Context: an optimization exercise on an open-source flow, tuned for small area. The choices shown serve that exercise and are no tape-out recipe.
Function was checked by simulation only, so behaviour that the tests miss may differ from the original.
Power is estimated from default activity; no workload was simulated. The flow treats the clock pin as an ideal source, which a real chip does not have.

// fb_readout
module fb_readout (
	input logic axi_clock,
	input logic global_reset,
	input logic frame_start,
	input logic line_start,
	input logic pixel_den,
	input logic arready,
	input logic zoom,	 
	output logic ar_valid,
	output logic [28:0] ar_addr,
	input logic r_valid,
	input logic r_last,
	input logic [255:0] r_data,
	output logic pixels_valid,
	output logic [23:0] pixels_rgb
);
	logic line_req;
	logic [2:0] line_cnt;
	logic [1:0] wr_en;
	logic [8*24-1:0] wr_data;
	logic rd_shift;
	logic [2:0] rd_lane;
	line_fetcher line_fetcher_inst (
		.axi_clock(axi_clock),
		.global_reset(global_reset),
		.zoom(zoom),
		.line_req(line_req),
		.line_cnt(line_cnt),
		.ar_valid(ar_valid),
		.ar_addr(ar_addr),
		.arready(arready),
		.r_valid(r_valid),
		.r_data(r_data),
		.wr_en(wr_en),
		.wr_data(wr_data)
	);
	line_buffer line_buffer_inst (
		.axi_clock(axi_clock),
		.wr_bank(line_cnt[0]),
		.wr_en(wr_en),
		.wr_data(wr_data),
		.rd_shift(rd_shift),
		.rd_lane(rd_lane),
		.rd_data(pixels_rgb)
	);
	pixel_scanout pixel_scanout_inst (
		.axi_clock(axi_clock),
		.global_reset(global_reset),
		.frame_start(frame_start),
		.line_start(line_start),
		.pixel_den(pixel_den),
		.line_req(line_req),
		.line_cnt(line_cnt),
		.rd_shift(rd_shift),
		.rd_lane(rd_lane),
		.pixels_valid(pixels_valid)
	);
endmodule
clock: 10.0 ns
lec_check: 0
cap_margin: 20
core_margin: 2
core_utilization: 40
cts_cluster_diameter: 60
cts_cluster_size: 32
slew_margin: 20
synth_memory_max_bits: 16384
run.sh (not shown) runs the stock make flow with config.mk's settings and CLKGATE_MAP_FILE= SYNTH_SCRIPT=/design/flow/synth_recipe.tcl, a recipe that flattens the netlist after the stock synthesis.
Then changed:
- CTS_CLUSTER_DIAMETER: 60 -> not set
- CTS_CLUSTER_SIZE: 32 -> not set
The changed run finished with timing, DRC and antenna clean. Routed wire length went up by 1.9%. Total power went up by 12%. Core utilization went up by 1.4 points. Non-clock buffer count does not change. Clock-buffer cell count went up by 209. Final area went up by 3.2%. Area after synthesis stays the same. Die area is unchanged. Worst hold slack got worse by 0.028 ns. Global-route usage went up by 0.33 points. Final cell count went up by 2.9%.

* * *

== lane 2 ==
fb_readout, a different RTL version from the one above (not shown whole).
Size in the first run: roughly 4000 cells after synthesis, roughly 320 I/O pins, ~100000 um2 of cells after synthesis.
Design fb_readout, start of the top module:
module fb_readout (
	input logic axi_clock,
	input logic global_reset,
	input logic frame_start,
	input logic line_start,
	input logic pixel_den,
	input logic arready,
	input logic zoom,	 
	output logic ar_valid,
	output logic [28:0] ar_addr,
	input logic r_valid,
	input logic r_last,
	input logic [255:0] r_data,
	output logic pixels_valid,
	output logic [23:0] pixels_rgb
);
	logic line_req;
	logic [2:0] line_cnt;
	logic [1:0] wr_en;
	logic [8*24-1:0] wr_data;
	logic rd_shift;
	logic [2:0] rd_lane;
	line_fetcher line_fetcher_inst (
		.axi_clock(axi_clock),
		.global_reset(global_reset),
		.zoom(zoom),
		.line_req(line_req),
		.line_cnt(line_cnt),
		.ar_valid(ar_valid),
		.ar_addr(ar_addr),
		.arready(arready),
		.r_valid(r_valid),
		.r_data(r_data),
		.wr_en(wr_en),
		.wr_data(wr_data)
	);
	line_buffer line_buffer_inst (
		.axi_clock(axi_clock),
		.wr_bank(line_cnt[0]),
		.wr_en(wr_en),
		.wr_data(wr_data),
		.rd_shift(rd_shift),
		.rd_lane(rd_lane),
		.rd_data(pixels_rgb)
	);
	pixel_scanout pixel_scanout_inst (
		.axi_clock(axi_clock),
		.global_reset(global_reset),
		.frame_start(frame_start),
		.line_start(line_start),
		.pixel_den(pixel_den),
		.line_req(line_req),
		.line_cnt(line_cnt),
		.rd_shift(rd_shift),
  ...
Settings: LEC_CHECK=0, CAP_MARGIN=20, CORE_MARGIN=2, CORE_UTILIZATION=60, GPL_ROUTABILITY_DRIVEN=0, GPL_TIMING_DRIVEN=0, SLEW_MARGIN=20, SYNTH_MEMORY_MAX_BITS=16384; clock period 10.0 ns.
standard.sh (not shown) runs the stock make flow with config.mk's settings and CLKGATE_MAP_FILE= SYNTH_SCRIPT=/design/flow/synth_recipe.tcl, a recipe that flattens the netlist after the stock synthesis.
==> flow/flow/run.sh <==
#!/bin/bash
# The standard layout with two changes: ports get the smallest buffer, and
# clock tree synthesis uses large sink clusters without dummy loads.
set -euo pipefail
cd "$(dirname "$0")/.."
export BUFFER_PORTS_ARGS="-buffer_cell sky130_fd_sc_hd__buf_1"
export CTS_ARGS="-sink_clustering_enable -repair_clock_nets -dont_use_dummy_load -sink_clustering_size 36 -sink_clustering_max_diameter 80 -buf_list sky130_fd_sc_hd__clkbuf_16"
bash standard.sh > flow_standard.log 2>&1
For lane 1, these inputs were changed with respect to lane 2:
Settings: GPL_TIMING_DRIVEN no longer set, was 0; GPL_ROUTABILITY_DRIVEN no longer set, was 0.
--- a/flow/flow/run.sh
+++ b/flow/flow/run.sh
@@ -7 +7 @@
-export CTS_ARGS="-sink_clustering_enable -repair_clock_nets -dont_use_dummy_load -sink_clustering_size 36 -sink_clustering_max_diameter 80 -buf_list sky130_fd_sc_hd__clkbuf_16"
+export CTS_ARGS="-sink_clustering_enable -repair_clock_nets -dont_use_dummy_load -sink_clustering_size 20 -sink_clustering_max_diameter 80 -buf_list sky130_fd_sc_hd__clkbuf_16 -sink_clustering_buffer sky130_fd_sc_hd__clkbuf_8"
Notes after the runs:
Lane 1: all stages complete, timing, DRC and antenna checks passed. Lane 1 ended with more fraction of the cycle the final worst path needs than lane 2. Sequential cell area in the final layout: lane 1 vs lane 2 — no meaningful difference. The critical path class comes out reg2out in one run and in2out in the other, namely in lane 1 and lane 2 respectively. Higher global-route wire length before repair was reported by lane 2, not lane 1. Looking at cell with the largest stage delay on the worst path, the sky130_fd_sc_hd__buf_2 result is from lane 2; the sky130_fd_sc_hd__dfxtp_4 one comes from lane 1. Lane 2 -> lane 1: setup fix buffers added after clock tree synthesis delta 0, exact match. Compared to lane 2, lane 1 has count of clock buffers in the final design 54 higher.

re-timing with driven ports:
No port has a modelled driver above. Below, the same layouts with a new extraction and two added sets of constraints.
Step 1 sets driving cells, clkbuf_16 on the clock port and buf_2 on the other inputs (assumed; they add their load-dependent delay and slew).
Step 2, shift: input delay + t, output delay - t, t = (earliest + latest rising clock arrival at the registers) / 2. This alone moves slack from input paths to output paths.
a / b / c = ideal ports / drivers / drivers and shift; a / b = the first two.
| run | t, ns | slack for setup (ns) | worst setup path at the end | slew at the worst register clock pin (ns) | cell pins on the clock port's net |
|---|---|---|---|---|---|
| the first run of note 1 | 0.907 | 3.545 / 3.459 / 4.366 | register to output | 0.12 / 0.12 | 1 |
| the second run of note 1 | 0.980 | 3.531 / 3.436 / 4.416 | register to output | 0.07 / 0.07 | 1 |
| lane 2 | 0.814 | 4.159 / 4.100 / 3.714 | input to register | 0.12 / 0.12 | 1 |
| lane 1 | 0.835 | 4.129 / 4.047 / 3.975 | input to register | 0.12 / 0.12 | 1 |
After both steps setup and hold are still met in every run listed. For lane 2, which loses most, drivers alone change the setup slack by -0.059 ns; drivers and shift together by -0.445 ns.
